From an optimization exercise on the open Yosys and OpenROAD flow, aimed at a short achievable clock period and few clock cycles; shortcuts taken in it are not production practice. In this exercise RTL edits were held to simulation tests only and were not proved equivalent to the original. Power and IR drop assume default switching activity.

## pipelineCore
module pipelineCore (
    input  logic        clk,
    input  logic        rst,
    input  logic [31:0] imemData,
    output logic [31:0] imemAddr,
    output logic        wbWe,
    output logic [4:0]  wbReg,
    output logic [31:0] wbData,
    output logic [31:0] wbPc
);
make LEC_CHECK=0 CAP_MARGIN=20 CORE_MARGIN=2 CORE_UTILIZATION=35 PLACE_DENSITY=0.55 SETUP_SLACK_MARGIN=4.5 SLEW_MARGIN=20 TNS_END_PERCENT=10 finish   # period 7.0 ns
run.sh (not shown) runs the stock make flow with config.mk's settings and CLKGATE_MAP_FILE= SYNTH_SCRIPT=/design/flow/synth_recipe.tcl, a recipe that flattens the netlist after the stock synthesis.
Testbench counts at the start, summed over its fixed seeds: cycles 42,942.
Edit:
--- a/flow/design.v
+++ b/flow/design.v
@@ -219,56 +219,50 @@
     assign selMA = useRsD && !hitEA && hitMA;
     assign selWA = useRsD && !hitEA && !hitMA && hitWA;
     assign selRA = !hitEA && !hitMA && !hitWA;
     assign selEB = hitEB;
     assign selMB = !hitEB && hitMB;
     assign selWB = !hitEB && !hitMB && hitWB;
     assign selRB = !hitEB && !hitMB && !hitWB;
     assign rsVal = (resE & {32{selEA}}) | (aluM & {32{selMA}}) |
                    (wData & {32{selWA}}) | (rfA & {32{selRA}});
     assign rtVal = (resE & {32{selEB}}) | (aluM & {32{selMB}}) |
                    (wData & {32{selWB}}) | (rfB & {32{selRB}});
     assign bVal  = useImmD ? immD32 : (subuD ? ~rtVal : rtVal);
-    logic [31:0] sVal;
-    assign sVal  = (aluM & {32{selMB}}) | (wData & {32{selWB}}) | (rfB & {32{selRB}});
     logic        mispE;
     logic [7:0]  addrE;
     logic [32:0] sum33;
     assign sum33 = {aE, 1'b1} + {bE, subE};
     assign resE  = oriE ? (aE | bE) : sum33[32:1];
     logic eqE;
     logic dynD;
     assign eqE   = aE == bE;
     assign dynD  = zChkD && subE && weE && (destE == rsD || destE == rtD);
     assign mispE = beqE && eqE;
     logic subZeroE;
     assign subZeroE = &(aE ^ bE);
     assign addrE = aE[7:0] + bE[7:0];
     logic [31:0] fpcN;
     logic        killF;
     logic        predTk;
     assign imemAddr = fpc;
     assign killF    = mispE && !deferE && !stall;
-    logic        dynTk;
-    logic [31:0] fpcEarly;
-    assign dynTk  = dynD && subZeroE && !killD && !stall;
-    assign predTk = (predTkD && !killD) || dynTk;
+    assign predTk   = (predTkD || (dynD && subZeroE)) && !killD;
     always_comb begin
-        if (stall) fpcEarly = fpc;
-        else if (ovrV) fpcEarly = ovrT;
-        else if (predTkD && !killD) fpcEarly = tgtD;
-        else fpcEarly = fpc4;
+        if (mispE) fpcN = brTgtE;
+        else if (stall) fpcN = fpc;
+        else if (ovrV) fpcN = ovrT;
+        else if (predTk) fpcN = tgtD;
+        else fpcN = fpc4;
     end
-    assign fpcN = (brTgtE & {32{mispE}}) | (tgtD & {32{dynTk}}) |
-                  (fpcEarly & {32{!mispE && !dynTk}});
     always_ff @(posedge clk) begin
         if (rst) begin
             fpc    <= 32'd0;
             ovrV   <= 1'b0;
             deferE <= 1'b0;
             killD  <= 1'b1;
             stall  <= 1'b0;
         end else begin
             fpc    <= fpcN;
             ovrV   <= killF && predTk;
             deferE <= killF;
             killD  <= killF;
@@ -317,32 +311,32 @@
             swE     <= 1'b0;
             beqE    <= 1'b0;
             sFromWE <= 1'b0;
             sFromW2E <= 1'b0;
         end else begin
             destE   <= destD;
             weE     <= weD;
             subE    <= subuD;
             oriE    <= oriD;
             lwE     <= lwD;
             swE     <= swD;
             beqE    <= beqChkD && !dynD;
-            sFromWE <= swD && hitEB;
+            sFromWE <= swD && hitEB && lwE;
             sFromW2E <= swD && !hitEB && hitMB && lwM;
         end
     end
     always_ff @(posedge clk) begin
         aE     <= rsVal;
         bE     <= bVal;
-        sE     <= sVal;
+        sE     <= rtVal;
         pcE    <= pcD;
         brTgtE <= tgtD;
     end
     always_ff @(posedge clk) begin
         if (rst) begin
             destM <= 5'd0;
             weM   <= 1'b0;
             lwM   <= 1'b0;
             swM   <= 1'b0;
         end else begin
             destM <= destE;
             weM   <= weE;
Result: The changed run finished with timing, DRC and antenna clean. Worst setup slack improved by 0.084 ns. Global-route usage is lower by 0.98 points. Area after synthesis is about the same. Final area is lower by a few percent. Via count is lower by a few percent. Hold slack improved by 0.0036 ns. Routed wire length is lower by a few percent. Sequential share of layout area is higher by 1.2 points. Die area is about the same. Count of clock-buffer cells in the layout is higher by 9. Non-clock buffer count is lower by 120. Cell count is lower slightly. Sequential power barely changes.
Testbench counts after the change, summed over its fixed seeds: cycles 42,942.

========
## before
pipelineCore, a different RTL version from the one above (not shown whole).
For scale: roughly 9300 cells after synthesis, about 4100 flip-flops, ~140 I/O pins.
clock: 7.0 ns
lec_check: 0
cap_margin: 20
core_margin: 2
core_utilization: 35
place_density: 0.55
setup_slack_margin: 4.5
slew_margin: 20
Testbench counts of before, summed over its fixed seeds: cycles 41,939.
Inputs modified between before and after:
-- flow/design.v --
<<< before, line 263
    assign imemAddr = fpc;
    assign killF    = mispE && !deferE && !stall;
    logic        dynTk;
    logic [31:0] fpcEarly;
    assign dynTk  = dynD && subZeroE && !killD;
    assign predTk = (predTkD && !killD) || dynTk;
    always_comb begin
        if (stall) fpcEarly = fpc;
        else if (ovrV) fpcEarly = ovrT;
        else if (predTkD && !killD) fpcEarly = tgtD;
        else fpcEarly = fpc4;
    end
    assign fpcN = (brTgtE & {32{mispE}}) | (tgtD & {32{dynTk}}) |
                  (fpcEarly & {32{!mispE && !dynTk}});
    always_ff @(posedge clk) begin
        if (rst) begin
>>> after, line 263
    assign imemAddr = fpc;
    assign killF    = mispE && !deferE && !stall;
    assign predTk   = (predTkD || (dynD && subZeroE)) && !killD;
    always_comb begin
        if (mispE) fpcN = brTgtE;
        else if (stall) fpcN = fpc;
        else if (ovrV) fpcN = ovrT;
        else if (predTk) fpcN = tgtD;
        else fpcN = fpc4;
    end
    always_ff @(posedge clk) begin
        if (rst) begin
[summary]
Number of core rows, after and before: higher on after
Compared to before, after was floorplanned on a bigger die.
| total power | after vs before | 0.18 mW lower |
Of after and before, it is after that has the higher area after synthesis.
As far as starting density of the core is concerned, before and after perform about the same.
Testbench counts of after, summed over its fixed seeds: cycles 41,939.

re-timing with driven ports:
The results above use ideal ports. As a check the final layouts listed here were re-extracted and re-timed, cells and wires unchanged.
Step 1 (the two cells are an assumption about what drives the block):
set clk [get_ports {clk}]
set_driving_cell -lib_cell sky130_fd_sc_hd__clkbuf_16 $clk
set_driving_cell -lib_cell sky130_fd_sc_hd__buf_2 [delete_from_list [all_inputs] $clk]
Step 2 moves the port delays by t, midway between the first and last clock arrival at a register: inputs arrive t later, outputs are due t later. That takes back most of the time a late clock gives input paths.
Slacks: no drivers / after step 1 / after step 2; pairs: no drivers / after step 1.
run	t (ns)	setup WS [ns]	worst setup path at the end
the first run of note 1	1.117	3.771 / 3.771 / 2.898	input to register
the second run of note 1	1.087	3.855 / 3.855 / 3.144	input to register
before	1.093	3.859 / 3.859 / 3.123	input to register
after	1.095	3.686 / 3.686 / 3.125	input to register
After both steps setup and hold are still met in every run listed. The setup slack of the first run of note 1, which loses most, moves by 0.000 ns with the drivers and by -0.873 ns with both steps.
